This is an optimization exercise on Yosys and OpenROAD, whose aim is small area, a short achievable clock period and few clock cycles per item, not a production implementation. RTL that was checked went through simulation tests only; none was proved equivalent to the original. For runs 2 to 5, only the layout was checked, not whether the RTL still works.

==> flow/design.v, too long to show whole: its modules and the start of the top module <==
// module mandel_engine: 106 lines
// module mandel_dp: 1444 lines
// module mandel_fa: 10 lines
module mandel_engine #(
    parameter int BITS      = 16,
    parameter int ITER_BITS = 7
) (
    input  logic                   clk,
    input  logic                   rst_n,
    input  logic                   in_valid,
    output logic                   in_ready,
    input  logic signed [BITS-1:0] in_x,
    input  logic signed [BITS-1:0] in_y,
    input  logic                   julia_mode,
    input  logic signed [BITS-1:0] julia_cx,
    input  logic signed [BITS-1:0] julia_cy,
    input  logic [ITER_BITS-1:0]   max_iter,
    input  logic                   abort,
    output logic                   out_valid,
    input  logic                   out_ready,
    output logic [ITER_BITS-1:0]   out_iter,
    output logic                   out_escaped,
    output logic                   busy
);
  // ...
==> flow/flow/run.sh <==
#!/bin/bash
# The standard layout (standard.sh), with the port buffers made from
# sky130_fd_sc_hd__buf_1 cells instead of the default choice of a delay
# buffer, and clock tree synthesis without dummy loads.
set -euo pipefail
export BUFFER_PORTS_ARGS="-buffer_cell sky130_fd_sc_hd__buf_1"
export CTS_ARGS="-sink_clustering_enable -repair_clock_nets -buf_list sky130_fd_sc_hd__clkbuf_8 -dont_use_dummy_load"
bash standard.sh > standard.log 2>&1
==> flow/standard.sh <==
#!/bin/bash
# synth_recipe.tcl (not shown) runs the flow's synth.tcl, then flattens the netlist and writes it again
# the make line also repeats each setting of config.mk as NAME=value (left out here)
make -C /OpenROAD-flow-scripts/flow DESIGN_CONFIG=/design/flow/config.mk WORK_HOME=/design/flow/orfs CLKGATE_MAP_FILE= SYNTH_SCRIPT=/design/flow/synth_recipe.tcl "${@:-finish}"
==> flow/config.mk <==
export PLATFORM = sky130hd
export DESIGN_NAME = mandel_engine
export DESIGN_NICKNAME = mandel_engine
export VERILOG_FILES = /design/flow/design.v
export SDC_FILE = /design/flow/constraint.sdc
export NUM_CORES = 4
export LEC_CHECK = 0
export CAP_MARGIN = 20
export CORE_MARGIN = 2
export CORE_UTILIZATION = 65
export CTS_BUF_LIST = sky130_fd_sc_hd__clkbuf_8
export PLACE_DENSITY = 0.75
export SLEW_MARGIN = 20
export SYNTH_HIERARCHICAL = 1
export SYNTH_MINIMUM_KEEP_SIZE = 0
==> flow/constraint.sdc <==
create_clock -name core_clock -period 14.0 [get_ports {clk}]
set_input_delay 2.8000 -clock core_clock [delete_from_list [all_inputs] [get_ports {clk}]]
set_output_delay 2.8000 -clock core_clock [all_outputs]
set_load 0.01 [all_outputs]
==> notes.md, run 1 <==
The number of violations reported at the end of detailed-routing iteration 0 came out at 865. The worst hold path terminates at stop_q. The tightest min-delay check is of the reg -> reg type.

The count of flip-flops with a built-in enable after synthesis is 70. The area of combinational cells with multiple inputs came out at between 10000 and 15000 µm². The synthesized instance count is 1688. The number of hold buffers added after CTS is 0. Once the floorplan was initialized, standard cells occupied ~66% of the core. The max-slew violation count came out at 0. Clock latency on the worst-skew pair, taken at its later pin, is 0.46 ns.

TritonCTS built the clock tree. The layout buffer count excluding clock buffers is between 100 and 150. The type of origin of the critical path is a flop. The number of stages on the worst hold path is 2. The final standard cell utilization of the core came out at roughly 69%. In this run the critical register-to-register path is captured at xh_q. The number of distinct standard cells referenced by the synthesized netlist is 61. The library cells used most frequently in the layout, excluding fill and tap cells, are sky130_fd_sc_hd__nor2_1 (407), sky130_fd_sc_hd__fa_1 (404), sky130_fd_sc_hd__ha_1 (148), sky130_fd_sc_hd__buf_1 (86), sky130_fd_sc_hd__inv_1 (82).

The run finished with no timing, DRC or antenna violations. The cell seen most often among critical-path stages is sky130_fd_sc_hd__fa_1. The worst reg2reg path depth came out at 19. The worst setup slack before clock tree synthesis came out at slightly below 8 ns. The standard cell core area came out at ~28000 µm². The met2 track demand over resource in global routing is a little over half.

The final number of hold-violating endpoints is 0. The floorplan step defined a die boundary enclosing 29500 µm². The layout cell share with drive strength beyond 1 is 5.93%. In this run the worst setup path begins at zxn_q[6]. The count of buffers added by post-CTS timing repair for setup is 0. The area of the mapped netlist is about 18000 µm².
Testbench counts, summed over its fixed seeds: cycles 84,151, points 2,048.
==> module mandel_engine, before the edit <==
module mandel_engine #(
    parameter int BITS      = 16,
    parameter int ITER_BITS = 7
) (
    input  logic                   clk,
    input  logic                   rst_n,
    input  logic                   in_valid,
    output logic                   in_ready,
    input  logic signed [BITS-1:0] in_x,
    input  logic signed [BITS-1:0] in_y,
    input  logic                   julia_mode,
    input  logic signed [BITS-1:0] julia_cx,
    input  logic signed [BITS-1:0] julia_cy,
    input  logic [ITER_BITS-1:0]   max_iter,
    input  logic                   abort,
    output logic                   out_valid,
    input  logic                   out_ready,
    output logic [ITER_BITS-1:0]   out_iter,
    output logic                   out_escaped,
    output logic                   busy
);
    logic run_q, done_q;
    logic [6:0] iter_q, lim_q;
    logic signed [15:0] cx_q, cy_q;
    logic [15:0] zxn_q, zyn_q;
    logic [14:0] sxn_q, syn_q;
    logic [16:0] xn, yn;
    logic mesc;
    logic mesc_q, xh_q, yh_q, stop_q;
    mandel_dp u_dp (
        .zxn (zxn_q),
        .zyn (zyn_q),
        .cx  (cx_q),
        .cy  (cy_q),
        .xn  (xn),
        .yn  (yn),
        .mesc(mesc)
    );
    logic esc, fin, cyc, ckpt;
    assign esc  = mesc_q || (xh_q == zxn_q[15]) || (yh_q == zyn_q[15]);
    assign fin  = run_q && (esc || stop_q || cyc);
    assign cyc  = (zxn_q[14:0] == sxn_q) && (zyn_q[14:0] == syn_q) &&
                  (zxn_q[15] == zxn_q[14]) && (zyn_q[15] == zyn_q[14]) &&
                  (iter_q != '0);
    assign ckpt = ((iter_q & (iter_q - 7'd1)) == '0) || (iter_q[3:0] == '0);
    logic idle, accept;
    assign idle   = !run_q && !done_q;
    assign accept = idle && in_valid;
    always_ff @(posedge clk) begin
        if (!rst_n || abort) begin
            run_q  <= 1'b0;
            done_q <= 1'b0;
        end else if (accept) begin
            run_q  <= 1'b1;
        end else if (fin) begin
            run_q  <= 1'b0;
            done_q <= !out_ready;
        end else if (done_q && out_ready) begin
            done_q <= 1'b0;
        end
    end
    always_ff @(posedge clk) begin
        if (idle) begin
            zxn_q  <= ~in_x;
            zyn_q  <= ~in_y;
            xh_q   <= in_x[15];
            yh_q   <= in_y[15];
            mesc_q <= 1'b0;
        end else begin
            zxn_q  <= ~xn[15:0];
            zyn_q  <= ~yn[15:0];
            xh_q   <= xn[16];
            yh_q   <= yn[16];
            mesc_q <= mesc;
        end
    end
    always_ff @(posedge clk) begin
        if (accept) begin
            cx_q  <= julia_mode ? julia_cx : in_x;
            cy_q  <= julia_mode ? julia_cy : in_y;
            lim_q <= max_iter;
        end
    end
    always_ff @(posedge clk) begin
        if (run_q && ckpt) begin
            sxn_q <= zxn_q[14:0];
            syn_q <= zyn_q[14:0];
        end
    end
    logic esc_h;
    always_ff @(posedge clk) begin
        if (accept) begin
            iter_q <= '0;
            stop_q <= 1'b0;
        end else if (run_q) begin
            iter_q <= iter_q + 7'd1;
            stop_q <= iter_q == lim_q;
            esc_h  <= esc;
        end
    end
    assign in_ready    = rst_n && idle;
    assign busy        = !idle;
    assign out_valid   = done_q || fin;
    assign out_escaped = run_q ? esc : esc_h;
    assign out_iter    = out_escaped ? iter_q + {6'b111111, !done_q} : lim_q;
endmodule
==> run 2, diff against run 1 <==
--- a/flow/design.v
+++ b/flow/design.v
@@ -31,19 +31,20 @@
         .zxn (zxn_q),
         .zyn (zyn_q),
         .cx  (cx_q),
         .cy  (cy_q),
         .xn  (xn),
         .yn  (yn),
         .mesc(mesc)
     );
-    logic esc, fin, cyc, ckpt;
+    logic esc, big, fin, cyc, ckpt;
     assign esc  = mesc_q || (xh_q == zxn_q[15]) || (yh_q == zyn_q[15]);
-    assign fin  = run_q && (esc || stop_q || cyc);
+    assign big  = (zxn_q[15] != zxn_q[14]) || (zyn_q[15] != zyn_q[14]);
+    assign fin  = run_q && (esc || stop_q || big || cyc);
     assign cyc  = (zxn_q[14:0] == sxn_q) && (zyn_q[14:0] == syn_q) &&
                   (zxn_q[15] == zxn_q[14]) && (zyn_q[15] == zyn_q[14]) &&
                   (iter_q != '0);
     assign ckpt = ((iter_q & (iter_q - 7'd1)) == '0) || (iter_q[3:0] == '0);
     logic idle, accept;
     assign idle   = !run_q && !done_q;
     assign accept = idle && in_valid;
     always_ff @(posedge clk) begin
@@ -82,43 +83,46 @@
         end
     end
     always_ff @(posedge clk) begin
         if (run_q && ckpt) begin
             sxn_q <= zxn_q[14:0];
             syn_q <= zyn_q[14:0];
         end
     end
-    logic esc_h;
+    logic oesc, esc_h, e1_h;
+    logic [1:0] back;
+    assign oesc = esc || (!stop_q && big);
     always_ff @(posedge clk) begin
         if (accept) begin
             iter_q <= '0;
             stop_q <= 1'b0;
         end else if (run_q) begin
             iter_q <= iter_q + 7'd1;
             stop_q <= iter_q == lim_q;
-            esc_h  <= esc;
+            esc_h  <= oesc;
+            e1_h   <= esc;
         end
     end
+    assign back        = run_q ? {1'b0, esc} : {e1_h, !e1_h};
     assign in_ready    = rst_n && idle;
     assign busy        = !idle;
     assign out_valid   = done_q || fin;
-    assign out_escaped = run_q ? esc : esc_h;
-    assign out_iter    = out_escaped ? iter_q + {6'b111111, !done_q} : lim_q;
+    assign out_escaped = run_q ? oesc : esc_h;
+    assign out_iter    = out_escaped ? iter_q - {5'd0, back} : lim_q;
 endmodule
 module mandel_dp (
     input  logic        [15:0] zxn,
     input  logic        [15:0] zyn,
     input  logic signed [15:0] cx,
     input  logic signed [15:0] cy,
     output logic        [16:0] xn,
     output logic        [16:0] yn,
     output logic               mesc
 );
-    wire big = (zxn[15] ^ zxn[14]) | (zyn[15] ^ zyn[14]);
     wire [14:0] x = ~zxn[14:0];
     wire [14:0] y = ~zyn[14:0];
     wire qxp0 = x[0] & x[1];
     wire qxp1 = x[0] & x[2];
     wire qxp2 = x[0] & x[3];
     wire qxp3 = x[0] & x[4];
     wire qxp4 = x[0] & x[5];
     wire qxp5 = x[0] & x[6];
@@ -1541,17 +1545,17 @@
     wire [16:0] xs0 = {s938, s937, s936, c934, s934, c932, s932, s931, c929, c928, c927, c926, c925, c924, c923, c922, s922};
     wire [16:0] xs1 = {c937, c936, c935, s935, c933, s933, c931, c930, s930, s929, s928, s927, s926, s925, s924, s923, qyls[13]};
     wire [16:0] xn17 = xs0 + xs1 + qxls[13];
     wire [16:0] ys0 = {s789, s788, c786, s786, c784, c783, c782, s782, c780, c779, c778, c777, c776, c775, c774, c773, c772};
     wire [16:0] ys1 = {c788, c787, s787, c785, s785, s784, s783, c781, s781, s780, s779, s778, s777, s776, s775, s774, s773};
     wire [16:0] yn17 = ys0 + ys1 + mxyls[12];
     assign xn   = xn17;
     assign yn   = yn17;
-    assign mesc = big | mag[16];
+    assign mesc = mag[16];
 endmodule
 module mandel_fa (
     input  logic a,
     input  logic b,
     input  logic c,
     output logic s,
     output logic co
 );
==> run 2 against run 1 <==
- clock-buffer cell count did not move
- first-iteration DRC count is 1.7% higher
- via count is 2.1% higher
- synthesized cell count grew 0.89%
- core utilization is 0.27 points higher
- global-route usage decreased by 0.57 points
- sequential share of layout area barely moved
- worst setup slack worse by 0.16 ns
- non-clock buffer count down 1
==> notes.md, run 2 <==
Commonest cells after routing, fill and taps aside: sky130_fd_sc_hd__nor2_1 (415), sky130_fd_sc_hd__fa_1 (405), sky130_fd_sc_hd__ha_1 (148), sky130_fd_sc_hd__buf_1 (86), sky130_fd_sc_hd__inv_1 (81) (was sky130_fd_sc_hd__nor2_1 (407), sky130_fd_sc_hd__fa_1 (404), sky130_fd_sc_hd__ha_1 (148), sky130_fd_sc_hd__buf_1 (86), sky130_fd_sc_hd__inv_1 (82)). The number of hold buffers added after CTS was 0 (unchanged). The minimum clock period came out at 6.36 ns (was 6.20 ns). The via count was 12900 (was 12600). The number of CTS-inserted buffers came to 17 (unchanged). Top cell types by occurrence after synthesis: sky130_fd_sc_hd__nor2_1 (415), sky130_fd_sc_hd__fa_1 (405), sky130_fd_sc_hd__ha_1 (148) (was sky130_fd_sc_hd__nor2_1 (407), sky130_fd_sc_hd__fa_1 (404), sky130_fd_sc_hd__ha_1 (148)). The master cell of the clock root buffer is sky130_fd_sc_hd__clkbuf_8 (unchanged).

The library cell with the highest instance count after synthesis is sky130_fd_sc_hd__nor2_1 (unchanged). The maximum number of pins on one net before global-route repair is 49 (was 48). The worst setup path category is reg -> reg (unchanged). The number of buffers on the longest clock path came out at 2 (unchanged).

The number of nets in the layout came to 2370 (was 2352). The cell area after placement is 19100 µm² (was 18900 µm²). The type of origin of the critical path is a flop (unchanged). The weighted congestion at the end of routability-driven global placement is 0.871 (was 0.882).

The sequential fraction of the synthesis area came out at 16.4% (about the same). The largest clock skew in the final design is 0.0213 ns (was 0.0245 ns). The per-instance average area after synthesis came out at 10.8 µm² (about the same). The count of flip-flops with a built-in enable after synthesis is 71 (was 70). The post-route cell area came out at 19300 µm² (was 19100 µm²).

The async set or reset register ratio after synthesis is 0% (unchanged). The fraction of the mapped netlist area in compound gates is 4.93% (was 4.47%). The sum of routed wire length over all layers is 43.5 mm (was 42.9 mm). The port buffer count is 87 (unchanged). Leading post-synthesis cells by cell area: sky130_fd_sc_hd__fa_1 (44%), sky130_fd_sc_hd__edfxtp_1 (12%), sky130_fd_sc_hd__ha_1 (10%) (unchanged). The post-detailed-route DRC marker count is 0 (unchanged).

Unrepaired setup endpoints after global routing: no (unchanged). The number of max-capacitance violations reported is 0 (unchanged). The most used flip-flop cell after synthesis was sky130_fd_sc_hd__edfxtp_1 (unchanged). The clock slew at the register clock pins of the worst setup and hold paths came to 0.06 ns (about the same).

The top achievable clock speed is 157 MHz (was 161 MHz). The area of the mapped netlist came out at 18500 µm² (was 18300 µm²). The die height is 173 µm (was 172 µm). The remaining antenna violation count after routing is 0 (unchanged). The final number of hold-violating endpoints is 0 (unchanged). The number of failing setup endpoints in the final timing report came out at 0 (unchanged). The number of antenna violations at the first check in global routing came out at 0 (unchanged). The critical path capture point type is a flop (unchanged). The number of violations reported at the end of detailed-routing iteration 0 came to 880 (was 865).

The data required time of the critical path is 14.33 ns (about the same). The number of rows in the core area came out at 61 (unchanged). The die span in x is 173 µm (was 172 µm). The wire length of the first global-routing pass is 72.4 mm (was 70.7 mm).

The number of distinct standard cells referenced by the synthesized netlist is 63 (was 61). The count of buffers added by post-CTS timing repair for setup came out at 0 (unchanged). The multiplexer share of the synthesized area is 3.97% (was 4.16%). The register cell area after layout is 3030 µm² (was 3000 µm²). The worst reg2reg path depth was 19 (unchanged).

The post-detailed-route via-to-cell ratio came out at 6.08 (was 6.00). The ratio of final minimum period to clock period came out at 45.4% (was 44.3%). The count of antenna diodes in the layout came out at 0 (unchanged). The overall routing resource usage is 31.0% (was 31.6%). The standard cell core area is 27900 µm² (was 27700 µm²).

The normalized max-slew margin is 36.3% (was 30.1%). The type of the worst min-delay path was reg -> reg (unchanged). The average wire per standard cell is 20.6 µm (was 20.4 µm).

The clock sink count is 116 (was 115). The share of synthesized cell area in full adder, half adder and majority cells came out at 54.0% (was 54.4%). The via count of the first global-routing pass came to 14600 (was 14200). The max-slew violation count came out at 0 (unchanged).

The clock insertion delay at the later pin of the skew report came out at 0.46 ns (about the same). The synthesized instance count came out at 1703 (was 1688). The total grt overflow is 0 (unchanged).

The leading area contributor after synthesis was sky130_fd_sc_hd__fa_1 (unchanged). The count of warnings emitted by yosys came out at 7 (unchanged). The floorplan die area came to 29800 µm² (was 29500 µm²).

The number of iterations in the first detailed-routing pass is 5 (unchanged). Run status: finished clean (unchanged). The total half-perimeter wirelength after legalization and detailed placement was 32.1 mm (was 32.4 mm). The synthesized-area fraction occupied by xor and xnor cells came out at 3.70% (was 4.12%). The depth of the CTS H-tree is 4 (unchanged). The setup TNS is 0 ns (unchanged). The starting density of the core is 66.3% (was 65.9%).

The area of combinational cells with multiple inputs is 14700 µm² (was 14500 µm²). The proportion of netlist area held by the largest area contributor is 43.9% (was 44.3%). The worst endpoint data arrival time is 6.69 ns (was 6.54 ns). The TritonCTS clock tree was done (unchanged).

The most frequent standard cell in the layout excluding fill and tap cells was sky130_fd_sc_hd__nor2_1 (unchanged). The layout cell share with drive strength beyond 1 came out at 6.56% (was 5.93%). The top-level I/O count came to 88 (unchanged).

The flop and latch count out of synthesis came to 116 (was 115). The area growth from synthesis to layout came out at 4.57% (was 4.71%). The area fraction in and, or, nand and nor cells after synthesis came to 12.9% (was 12.2%). The post-cts resize count is 0 (unchanged). The number of stages on the worst hold path came to 2 (unchanged). The largest family of logic cells by synthesized area is adder cells (unchanged).

The slew of the pin with the lowest slew margin came out at 0.955 ns (was 1.05 ns). The layout filler cell count is 2081 (was 2108). The largest fanout of any net on the critical path is 17 (was 30).
-- run 2: layout make-up --
| type | instances | share of cell area (%) |
|---|---|---|
| Clock buffer | 17 | 1.21 |
| Timing Repair Buffer | 117 | 2.86 |
| Multi-Input combinational cell | 1403 | 76.1 |
| Sequential cell | 116 | 15.7 |
| Inverter | 85 | 1.66 |
| Tap cell | 378 | 2.45 |
-- run 2: stage by stage --
| stage | setup WS, ns | instances | hold WS [ns] | util [%] |
|---|---|---|---|---|
| 2_1_floorplan | 8.03 | 1707 | 0.444 | - |
| 3_3_place_gp | 7.82 | 2099 | 0.510 | 68.4 |
| 3_5_place_dp | 7.67 | 2099 | 0.517 | 68.4 |
| 4_1_cts | 7.64 | 2116 | 0.538 | 69.3 |
| 5_1_grt | 7.28 | 2116 | 0.569 | 69.3 |
| 6_report | 7.64 | 2116 | 0.543 | 69.3 |
-- run 2: cells by family (layout without fill, tap and decap cells) --
logic type | after synthesis | after routing
and+or+nand+nor | 570 | 570
adders and majority gates | 553 | 553
buffers and inverters | 188 | 219
AOI/OAI and AO/OA | 127 | 127
DFF | 116 | 116
xor gates and xnor gates | 78 | 78
muxes | 69 | 69
other | 2 | 6
-- run 2: worst paths after layout --
kind	from	slack, ns	to
worst max-delay path	zxn_q[3]	7.64	yh_q
worst min-delay path	stop_q	0.54	stop_q
worst max register to register	zxn_q[3]	7.64	yh_q
worst min register to register	stop_q	0.54	stop_q
-- run 2: critical path, stage by stage (launching register included) --
cell and delay (ns):
sky130_fd_sc_hd__dfxtp_1 0.72, sky130_fd_sc_hd__buf_4 0.36, sky130_fd_sc_hd__nor2_1 0.10, sky130_fd_sc_hd__fa_1 0.43
sky130_fd_sc_hd__fa_1 0.52, sky130_fd_sc_hd__fa_1 0.54, sky130_fd_sc_hd__fa_1 0.41, sky130_fd_sc_hd__ha_1 0.31
sky130_fd_sc_hd__o22ai_1 0.09, sky130_fd_sc_hd__nor4_1 0.25, sky130_fd_sc_hd__a211oi_1 0.12, sky130_fd_sc_hd__fa_1 0.43
sky130_fd_sc_hd__fa_1 0.43, sky130_fd_sc_hd__nand2b_1 0.20, sky130_fd_sc_hd__a211oi_2 0.31, sky130_fd_sc_hd__o221ai_2 0.20
sky130_fd_sc_hd__a31oi_2 0.27, sky130_fd_sc_hd__nand4_1 0.12, sky130_fd_sc_hd__and3_1 0.17, sky130_fd_sc_hd__mux2_2 0.25
-- run 2: routing by layer --
layer / up-vias / GRT usage [%] / wire length [µm]
met5: - / 0 / 0
met4: 0 / 12.4 / 1500
met3: 114 / 5.50 / 2930
met2: 544 / 53.9 / 22400
met1: 6654 / 38.9 / 16700
li1: 5557 / - / -
-- run 2: modules after synthesis, one instance, submodules excluded --
| module | times used | cells |
|---|---|---|
| mandel_dp | 1 | 958 |
| mandel_engine | 1 | 345 |
| mandel_fa | 400 | 1 |
==> run 3, diff against run 2 <==
--- a/flow/config.mk
+++ b/flow/config.mk
@@ -10,5 +10,5 @@
 export CORE_UTILIZATION = 65
 export CTS_BUF_LIST = sky130_fd_sc_hd__clkbuf_8
-export PLACE_DENSITY = 0.75
+export PLACE_DENSITY = 0.74
 export SLEW_MARGIN = 20
 export SYNTH_HIERARCHICAL = 1
==> run 3 against run 2 <==
- clock skew up 0.0037 ns
- maximum frequency down 3.5%
- sequential share of layout area unchanged
- global-route usage down 0.063 points
- routed wire length down 0.63%
- highest routed layer unchanged
==> notes.md, run 3 <==
CP cell instances: buf_4, nor2_1, fa_1, fa_1, fa_1, fa_1, ha_1, fa_1, fa_1, ha_1, nor2_1, nor4_1, o311ai_0, o211ai_1, o21bai_1, xnor2_1, and2_1 (was buf_4, nor2_1, fa_1, fa_1, fa_1, fa_1, ha_1, o22ai_1, nor4_1, a211oi_1, fa_1, fa_1, nand2b_1, a211oi_2, o221ai_2, a31oi_2, nand4_1, and3_1, mux2_2). The top-level I/O count came out at 88 (unchanged). The number of violations reported at the end of detailed-routing iteration 0 is 954 (was 880).

The die height is 173 µm (unchanged). The library cell with the highest instance count after synthesis is sky130_fd_sc_hd__nor2_1 (unchanged). The number of distinct standard cells referenced by the synthesized netlist is 63 (unchanged). The ratio of final minimum period to clock period is 47.1% (was 45.4%).

The worst endpoint data arrival time came out at 6.99 ns (was 6.69 ns). The TritonCTS clock tree is done (unchanged). The area growth from synthesis to layout is 4.57% (unchanged). The number of cells in the design after placement came to 2099 (unchanged). The library cell contributing the largest single delay on the critical path is sky130_fd_sc_hd__dfxtp_1 (unchanged). The number of antenna violations at the first check in global routing is 0 (unchanged). The weighted congestion at the end of routability-driven global placement was 0.856 (was 0.871). The remaining antenna violation count after routing is 0 (unchanged). The count of warnings emitted by yosys is 7 (unchanged).

The port buffer count is 87 (unchanged). The number of CTS-inserted buffers is 17 (unchanged). The type of the worst min-delay path was reg -> reg (unchanged).

The async set or reset register ratio after synthesis is 0% (unchanged). The number of nets in the layout was 2370 (unchanged). The number of hold buffers added after CTS came out at 0 (unchanged). The setup TNS is 0 ns (unchanged). The slew of the pin with the lowest slew margin was 0.948 ns (was 0.955 ns). The proportion of netlist area held by the largest area contributor was 43.9% (unchanged). The count of antenna diodes in the layout is 0 (unchanged).

The data required time of the critical path was 14.40 ns (was 14.33 ns). The clock sink count is 116 (unchanged). Leading post-synthesis cells by cell area: sky130_fd_sc_hd__fa_1 (44%), sky130_fd_sc_hd__edfxtp_1 (12%), sky130_fd_sc_hd__ha_1 (10%) (unchanged).

The via count was 12700 (was 12900). The worst setup path category is reg -> reg (unchanged). The minimum clock period is 6.59 ns (was 6.36 ns). The master cell of the clock root buffer is sky130_fd_sc_hd__clkbuf_8 (unchanged). Commonest cells after routing, fill and taps aside: sky130_fd_sc_hd__nor2_1 (415), sky130_fd_sc_hd__fa_1 (405), sky130_fd_sc_hd__ha_1 (148), sky130_fd_sc_hd__buf_1 (86), sky130_fd_sc_hd__inv_1 (81) (unchanged). The largest fanout of any net on the critical path is 18 (was 17). The per-instance average area after synthesis came out at 10.8 µm² (unchanged).

The top achievable clock speed was 152 MHz (was 157 MHz). The cell seen most often among critical-path stages is sky130_fd_sc_hd__fa_1 (unchanged). The flop and latch count out of synthesis is 116 (unchanged). The most frequent standard cell in the layout excluding fill and tap cells is sky130_fd_sc_hd__nor2_1 (unchanged).

The final cell count without fillers is 2116 (unchanged). Run status: finished clean (unchanged). The average wire per standard cell is 20.4 µm (was 20.6 µm). The number of buffers on the longest clock path is 2 (unchanged).

The clock slew at the register clock pins of the worst setup and hold paths is 0.07 ns (was 0.06 ns). The leading area contributor after synthesis was sky130_fd_sc_hd__fa_1 (unchanged). The critical path capture point type was a flop (unchanged). The total half-perimeter wirelength after legalization and detailed placement came out at 32.0 mm (was 32.1 mm). The max-slew violation count came out at 0 (unchanged). The standard cell core area came out at 27900 µm² (unchanged).

Unrepaired setup endpoints after global routing: no (unchanged). The post-cts resize count came out at 0 (unchanged). The post-route cell area is 19300 µm² (unchanged). The delay of the slowest cell on the worst path is 0.68 ns (was 0.72 ns). The number of rows in the core area is 61 (unchanged). The depth of the CTS H-tree came out at 4 (unchanged).

The synthesized instance count came to 1703 (unchanged). The floorplan die area came out at 29800 µm² (unchanged). The total grt overflow came to 0 (unchanged). The overall routing resource usage is 31.0% (about the same). The normalized max-slew margin is 36.8% (was 36.3%). The sum of routed wire length over all layers is 43.2 mm (was 43.5 mm). The post-detailed-route DRC marker count was 0 (unchanged). The final number of hold-violating endpoints is 0 (unchanged). The area of the mapped netlist is 18500 µm² (unchanged). The most used flip-flop cell after synthesis was sky130_fd_sc_hd__edfxtp_1 (unchanged). The count of flip-flops with a built-in enable after synthesis came out at 71 (unchanged).

The type of origin of the critical path is a flop (unchanged). The wire length of the first global-routing pass is 72.0 mm (was 72.4 mm). The cell area after placement is 19100 µm² (unchanged). The sequential fraction of the synthesis area is 16.4% (unchanged). The via count of the first global-routing pass is 14200 (was 14600).

The starting density of the core came out at 66.3% (unchanged). The post-detailed-route via-to-cell ratio is 6.02 (was 6.08).

The number of iterations in the first detailed-routing pass came out at 5 (unchanged). The die span in x is 173 µm (unchanged). The maximum number of pins on one net before global-route repair came out at 49 (unchanged). The layout filler cell count was 2141 (was 2081). The number of max-capacitance violations reported came to 0 (unchanged). The layout cell share with drive strength beyond 1 was 6.56% (unchanged). The largest clock skew in the final design is 0.0249 ns (was 0.0213 ns).

The number of failing setup endpoints in the final timing report came out at 0 (unchanged). Top cell types by occurrence after synthesis: sky130_fd_sc_hd__nor2_1 (415), sky130_fd_sc_hd__fa_1 (405), sky130_fd_sc_hd__ha_1 (148) (unchanged). The clock insertion delay at the later pin of the skew report came out at 0.45 ns (was 0.46 ns).

The count of buffers added by post-CTS timing repair for setup was 0 (unchanged).
==> run 3: cell counts after synthesis <==
Identical to the previous run, type by type.
==> run 3: layout make-up <==
cell class / count / area, µm² / share of cell area [%]
inverters: 85 / 320 / 1.66
multi-input cells: 1403 / 14700 / 76.1
well taps: 378 / 473 / 2.45
clock buffers: 17 / 234 / 1.21
repair buffers: 117 / 553 / 2.86
flip-flops and latches: 116 / 3030 / 15.7
==> run 3: kinds of logic (layout without fill, tap and decap cells) <==
| kind of cell | count (synthesis) | after routing | synth area share (%) |
|---|---|---|---|
| adder cells (fa/ha/maj) | 553 | 553 | 54.0 |
| multiplexers | 69 | 69 | 3.97 |
| XOR/XNOR | 78 | 78 | 3.70 |
| AO/OA/AOI/OAI | 127 | 127 | 4.93 |
| flip-flops | 116 | 116 | 16.4 |
| buffers and inverters | 188 | 219 | 4.09 |
| AND/OR/NAND/NOR | 570 | 570 | 12.9 |
| other | 2 | 6 | 0.0407 |
==> run 3: metal layers <==
layer	track usage (%)	routed length, µm	vias to the layer above
li1	-	-	5567
met2	52.8	21900	551
met4	11.4	1400	0
met5	0	0	-
met3	5.31	2960	104
met1	40.2	16900	6509
==> run 3: through the flow <==
stage	util (%)	setup slack [ns]	hold slack [ns]
4_1_cts	69.3	7.58	0.551
2_1_floorplan	-	8.03	0.444
5_1_grt	69.3	7.22	0.567
3_3_place_gp	68.4	7.72	0.511
3_5_place_dp	68.4	7.60	0.538
6_report	69.3	7.41	0.550
==> run 3: worst max-delay path: cells and delay by family (launching register included) <==
family	cells	cell delay (ns)
and+or+nand+nor	4	0.92
AOI/OAI and AO/OA	3	1.15
buffers and inverters	1	0.37
DFF	1	0.68
xor gates and xnor gates	1	0.18
adders and majority gates	8	3.21
==> run 3: path summary, 6_finish.rpt <==
kind	startpoint	to	slack (ns)	depth (start not counted)
setup / recovery	zyn_q[12]	mesc_q	7.41	17
hold / removal	stop_q	stop_q	0.55	2
hold reg to reg	stop_q	stop_q	0.55	2
setup reg to reg	zyn_q[12]	mesc_q	7.41	17
==> run 3: Yosys stat by module, one instance, submodules excluded <==
module / cells / flops+latches / cell area [µm²]
mandel_dp: 958 / 0 / 5570
mandel_engine: 345 / 116 / 4880
mandel_fa: 1 / 0 / 20.0
==> run 4, diff against run 3 <==
--- a/flow/config.mk
+++ b/flow/config.mk
@@ -10,6 +10,6 @@
 export CORE_UTILIZATION = 65
 export CTS_BUF_LIST = sky130_fd_sc_hd__clkbuf_8
-export PLACE_DENSITY = 0.74
-export SLEW_MARGIN = 20
+export PLACE_DENSITY = 0.75
+export SLEW_MARGIN = 80
 export SYNTH_HIERARCHICAL = 1
 export SYNTH_MINIMUM_KEEP_SIZE = 0
==> run 4 against run 3 <==
- clock skew fell by 0.0022 ns
- core utilization rose by 2.7 points
- register-to-register slack got worse by 0.11 ns
- non-clock buffer count rose by 22
- critical path depth rose by 6
- via count rose by 1.1%
- synthesized cell count did not move
- critical endpoint unchanged
- largest cell class unchanged
==> notes.md, run 4 <==
Run status: finished clean (unchanged). The TritonCTS clock tree is done (unchanged). The ratio of final minimum period to clock period is 47.9% (was 47.1%).

The total half-perimeter wirelength after legalization and detailed placement came to 32.9 mm (was 32.0 mm). Commonest cells after routing, fill and taps aside: sky130_fd_sc_hd__nor2_1 (412), sky130_fd_sc_hd__fa_1 (405), sky130_fd_sc_hd__ha_1 (147), sky130_fd_sc_hd__buf_1 (89), sky130_fd_sc_hd__inv_1 (81) (was sky130_fd_sc_hd__nor2_1 (415), sky130_fd_sc_hd__fa_1 (405), sky130_fd_sc_hd__ha_1 (148), sky130_fd_sc_hd__buf_1 (86), sky130_fd_sc_hd__inv_1 (81)). The port buffer count came to 87 (unchanged). The most used flip-flop cell after synthesis is sky130_fd_sc_hd__edfxtp_1 (unchanged). The clock slew at the register clock pins of the worst setup and hold paths came to 0.07 ns (about the same).

The clock sink count is 116 (unchanged). The number of failing setup endpoints in the final timing report came out at 0 (unchanged). The area growth from synthesis to layout is 8.72% (was 4.57%). The final cell count without fillers is 2138 (was 2116). The remaining antenna violation count after routing came out at 0 (unchanged). The number of antenna violations at the first check in global routing is 0 (unchanged).

The type of origin of the critical path is a flop (unchanged).

The flop and latch count out of synthesis is 116 (unchanged). The average wire per standard cell is 20.7 µm (was 20.4 µm). The proportion of netlist area held by the largest area contributor is 43.9% (unchanged).

The post-cts resize count is 0 (unchanged). The count of flip-flops with a built-in enable after synthesis came out at 71 (unchanged). The leading area contributor after synthesis is sky130_fd_sc_hd__fa_1 (unchanged). The synthesized instance count is 1703 (unchanged). The count of buffers added by post-CTS timing repair for setup came out at 0 (unchanged). The delay of the slowest cell on the worst path is 0.54 ns (was 0.68 ns). The count of warnings emitted by yosys came out at 7 (unchanged). The clock insertion delay at the later pin of the skew report is 0.45 ns (about the same).

The cell seen most often among critical-path stages is sky130_fd_sc_hd__fa_1 (unchanged). The worst setup path category was reg -> reg (unchanged). The sum of routed wire length over all layers came out at 44.2 mm (was 43.2 mm). The number of max-capacitance violations reported is 0 (unchanged). Unrepaired setup endpoints after global routing: no (unchanged). The number of CTS-inserted buffers is 17 (unchanged). The post-detailed-route via-to-cell ratio is 6.02 (about the same). The sequential fraction of the synthesis area came to 16.4% (unchanged). The number of nets in the layout is 2392 (was 2370). The master cell of the clock root buffer is sky130_fd_sc_hd__clkbuf_8 (unchanged). The standard cell core area is 27900 µm² (unchanged). The critical path capture point type is a flop (unchanged). The starting density of the core was 66.3% (unchanged). The top-level I/O count came out at 88 (unchanged). The die height is 173 µm (unchanged). Leading post-synthesis cells by cell area: sky130_fd_sc_hd__fa_1 (44%), sky130_fd_sc_hd__edfxtp_1 (12%), sky130_fd_sc_hd__ha_1 (10%) (unchanged). The setup TNS came to 0 ns (unchanged). The number of violations reported at the end of detailed-routing iteration 0 is 963 (was 954). The layout filler cell count was 1946 (was 2141). The library cell contributing the largest single delay on the critical path was sky130_fd_sc_hd__clkdlybuf4s50_1 (was sky130_fd_sc_hd__dfxtp_1). The floorplan die area came to 29800 µm² (unchanged).

The type of the worst min-delay path was reg -> reg (unchanged). The worst setup slack before clock tree synthesis is 7.42 ns (was 7.60 ns). The largest fanout of any net on the critical path is 30 (was 18). The number of distinct standard cells referenced by the synthesized netlist came out at 63 (unchanged). The final number of hold-violating endpoints came out at 0 (unchanged).

The largest clock skew in the final design came to 0.0228 ns (was 0.0249 ns). The final standard cell utilization of the core came to 72.0% (was 69.3%). The total grt overflow is 0 (unchanged).

The weighted congestion at the end of routability-driven global placement was 0.871 (was 0.856). The area of the mapped netlist is 18500 µm² (unchanged). The wire length of the first global-routing pass is 73.3 mm (was 72.0 mm). The number of cells in the design after placement came out at 2116 (was 2099). The top achievable clock speed came out at 149 MHz (was 152 MHz). The die span in x is 173 µm (unchanged). The number of hold buffers added after CTS is 0 (unchanged). The async set or reset register ratio after synthesis is 0% (unchanged). The library cell with the highest instance count after synthesis was sky130_fd_sc_hd__nor2_1 (unchanged).

The number of rows in the core area came out at 61 (unchanged). Top cell types by occurrence after synthesis: sky130_fd_sc_hd__nor2_1 (415), sky130_fd_sc_hd__fa_1 (405), sky130_fd_sc_hd__ha_1 (148) (unchanged). CP cell instances: clkbuf_8, inv_1, nand2_1, fa_1, fa_1, fa_1, fa_1, ha_1, fa_1, fa_1, ha_1, nor2_1, nor4_2, clkdlybuf4s50_1, buf_1, clkdlybuf4s50_1, o311ai_2, buf_1, o211ai_1, buf_1, o21bai_4, xnor2_1, and2_1 (was buf_4, nor2_1, fa_1, fa_1, fa_1, fa_1, ha_1, fa_1, fa_1, ha_1, nor2_1, nor4_1, o311ai_0, o211ai_1, o21bai_1, xnor2_1, and2_1). The final critical-path setup slack is 7.29 ns (was 7.41 ns). The depth of the CTS H-tree came out at 4 (unchanged). The most frequent standard cell in the layout excluding fill and tap cells is sky130_fd_sc_hd__nor2_1 (unchanged). The overall routing resource usage was 31.4% (was 31.0%). The count of antenna diodes in the layout was 0 (unchanged). The maximum number of pins on one net before global-route repair is 31 (was 49). The via count of the first global-routing pass came out at 14700 (was 14200).

The per-instance average area after synthesis is 10.8 µm² (unchanged). The data required time of the critical path came out at 14.39 ns (was 14.40 ns). The via count came out at 12900 (was 12700). The max-slew violation count is 0 (unchanged). The minimum clock period came out at 6.71 ns (was 6.59 ns). The worst endpoint data arrival time is 7.10 ns (was 6.99 ns). The number of iterations in the first detailed-routing pass came to 5 (unchanged).

The number of buffers on the longest clock path came to 2 (unchanged). The layout cell share with drive strength beyond 1 came out at 10.1% (was 6.56%). The post-detailed-route DRC marker count came out at 0 (unchanged).
[run 4: worst paths after layout]
path / startpoint / endpoint / slack [ns] / depth (start not counted)
min: iter_q[6] / iter_q[6] / 0.55 / 2
min reg2reg: iter_q[6] / iter_q[6] / 0.55 / 2
max: zxn_q[2] / mesc_q / 7.29 / 23
max reg2reg: zxn_q[2] / mesc_q / 7.29 / 23
[run 4: routing by layer]
metal	vias to the layer above	part of all wire (%)	wire length, µm	GRT usage, %
met4	0	3.7	1630	13.1
li1	5606	-	-	-
met2	533	51	22600	54.5
met1	6602	39	17100	39.2
met5	-	0	0	0
met3	126	6.5	2880	5.59
[run 4: final cells by class]
class | instances | area [µm²] | area share [%]
Clock buffer | 17 | 234 | 1.17
Tap cell | 378 | 473 | 2.36
Multi-Input combinational cell | 1403 | 15000 | 74.6
Timing Repair Buffer | 139 | 996 | 4.96
Sequential cell | 116 | 3060 | 15.2
Inverter | 85 | 334 | 1.66
[run 4: logic make-up after synthesis]
family	after synthesis	synth area share [%]
muxes	69	3.97
and+or+nand+nor	570	12.9
buffers and inverters	188	4.09
adders and majority gates	553	54.0
DFF	116	16.4
xor gates and xnor gates	78	3.70
other	2	0.0407
AOI/OAI and AO/OA	127	4.93
[run 4: metrics by stage]
stage,hold WS (ns),cell area [µm²]
6_report,0.549,20100
5_1_grt,0.573,20100
4_1_cts,0.589,19900
3_5_place_dp,0.538,19600
3_3_place_gp,0.510,19100
2_1_floorplan,0.444,18500
[run 4: critical path, delay by kind of cell, from the launching register on]
kind                     cells  cell delay, ns
buffers and inverters        7            1.97
adder cells (fa/ha/maj)      8            3.24
AO/OA/AOI/OAI                3            0.43
AND/OR/NAND/NOR              4            0.54
flip-flops                   1            0.31
XOR/XNOR                     1            0.15
[run 4: modules after synthesis, one instance, submodules excluded]
module,copies in the design,cells,flip-flops and latches,area [µm²]
mandel_engine,1,345,116,4880
mandel_fa,400,1,0,20.0
mandel_dp,1,958,0,5570
==> run 5, diff against run 4 <==
--- a/flow/config.mk
+++ b/flow/config.mk
@@ -11,5 +11,5 @@
 export CTS_BUF_LIST = sky130_fd_sc_hd__clkbuf_8
 export PLACE_DENSITY = 0.75
-export SLEW_MARGIN = 80
+export SLEW_MARGIN = 90
 export SYNTH_HIERARCHICAL = 1
 export SYNTH_MINIMUM_KEEP_SIZE = 0
==> run 5 against run 4 <==
- the flow now stops in 5_1_grt
- synthesized area did not move
- synthesized cell count did not move
==> notes.md, run 5 <==
The flop and latch count out of synthesis is 116 (unchanged). Run status: stopped before the end (was finished clean). The master cell of the clock root buffer is sky130_fd_sc_hd__clkbuf_8 (unchanged). The number of hold buffers added after CTS is 0 (unchanged). The port buffer count is 87 (unchanged).

The total half-perimeter wirelength after legalization and detailed placement came out at 52.4 mm (was 32.9 mm). The number of cells in the design after placement was 2446 (was 2116). The leading area contributor after synthesis is sky130_fd_sc_hd__fa_1 (unchanged). The proportion of netlist area held by the largest area contributor came to 43.9% (unchanged). The count of warnings emitted by yosys was 7 (unchanged). It got as far as 5_1_grt and failed there. The starting density of the core was 66.3% (unchanged). The tool reported: "[ERROR DPL-0038] Utilization greater than 100%, impossible to legalize". The maximum number of pins on one net before global-route repair came out at 22. The weighted congestion at the end of routability-driven global placement came to 0.871 (unchanged).

The depth of the CTS H-tree was 4 (unchanged). The clock sink count came out at 116 (unchanged). The async set or reset register ratio after synthesis is 0% (unchanged).

The synthesized instance count came to 1703 (unchanged). The number of buffers on the longest clock path came out at 2 (unchanged). The cell area after placement is 24500 µm² (was 19600 µm²). The number of rows in the core area came to 61 (unchanged). The most used flip-flop cell after synthesis is sky130_fd_sc_hd__edfxtp_1 (unchanged). The count of flip-flops with a built-in enable after synthesis came out at 71 (unchanged). The area of the mapped netlist is 18500 µm² (unchanged).

Top cell types by occurrence after synthesis: sky130_fd_sc_hd__nor2_1 (415), sky130_fd_sc_hd__fa_1 (405), sky130_fd_sc_hd__ha_1 (148) (unchanged). The library cell with the highest instance count after synthesis is sky130_fd_sc_hd__nor2_1 (unchanged). The die height came out at 173 µm (unchanged). The sequential fraction of the synthesis area was 16.4% (unchanged).

The top-level I/O count came out at 88 (unchanged). The number of CTS-inserted buffers came out at 17 (unchanged). The die span in x came out at 173 µm (unchanged). Leading post-synthesis cells by cell area: sky130_fd_sc_hd__fa_1 (44%), sky130_fd_sc_hd__edfxtp_1 (12%), sky130_fd_sc_hd__ha_1 (10%) (unchanged). The number of distinct standard cells referenced by the synthesized netlist was 63 (unchanged). The per-instance average area after synthesis is 10.8 µm² (unchanged).
## run 5: cell counts after synthesis
No cell type changed its count.
## run 5: worst max path at each step
stage          slack [ns]  cells after the start         to
2_1_floorplan        8.03                     21       yh_q
3_3_place_gp         7.82                     19       yh_q
3_5_place_dp       -11.31                     68  zyn_q[15]
4_1_cts              0.26                     41       yh_q
## run 5: cells by family after synthesis
| logic type | share of synthesized area (%) |
|---|---|
| flops | 16.4 |
| other cells | 0.0407 |
| simple gates | 12.9 |
| fa+ha+maj | 54.0 |
| buf+inv | 4.09 |
| mux | 3.97 |
| compound gates | 4.93 |
| xor+xnor | 3.70 |
## run 5: repair_timing
item	4_1_cts
setup endpoints to repair	18
setup buffers	9
gates resized for setup	38
pin swaps	18
## run 5: per-module statistics from Yosys (local to each module, per instance)
module         cell area, µm²  copies in the design
mandel_dp                5570                     1
mandel_engine            4880                     1
mandel_fa                20.0                   400
## run 5: metrics by stage
step                hold slack, ns  worst slack (ns)
detailed placement           0.546            -11.31
CTS                          0.568             0.258
global placement             0.510              7.82
floorplan                    0.444              8.03

==> re-timing with driven ports <==
Ports are ideal in the flow. The routed layouts listed here were re-timed in OpenROAD.
Step 1 (the two cells are an assumption about what drives the block):
set clk [get_ports {clk}]
set_driving_cell -lib_cell sky130_fd_sc_hd__clkbuf_16 $clk
set_driving_cell -lib_cell sky130_fd_sc_hd__buf_2 [delete_from_list [all_inputs] $clk]
Step 2 times the ports against the registers' clock, not the clock port: input delays grow and output delays shrink by t, the midpoint of the rising clock arrivals with the driver on.
Three values: no drivers, after step 1, after step 2; two values: the first two.
run | t (ns) | setup WS [ns] | hold slack, ns | worst setup path at the end | slew at the worst register clock pin (ns)
run 1 | 0.487 | 7.799 / 7.799 / 7.799 | 0.569 / 0.569 / 0.569 | register to register | 0.08 / 0.08
run 2 | 0.491 | 7.640 / 7.640 / 7.640 | 0.543 / 0.543 / 0.543 | register to register | 0.08 / 0.08
run 3 | 0.494 | 7.407 / 7.407 / 7.407 | 0.550 / 0.550 / 0.550 | register to register | 0.08 / 0.08
run 4 | 0.488 | 7.292 / 7.292 / 7.292 | 0.549 / 0.549 / 0.549 | register to register | 0.08 / 0.08
After both steps setup and hold are still met in every run listed.
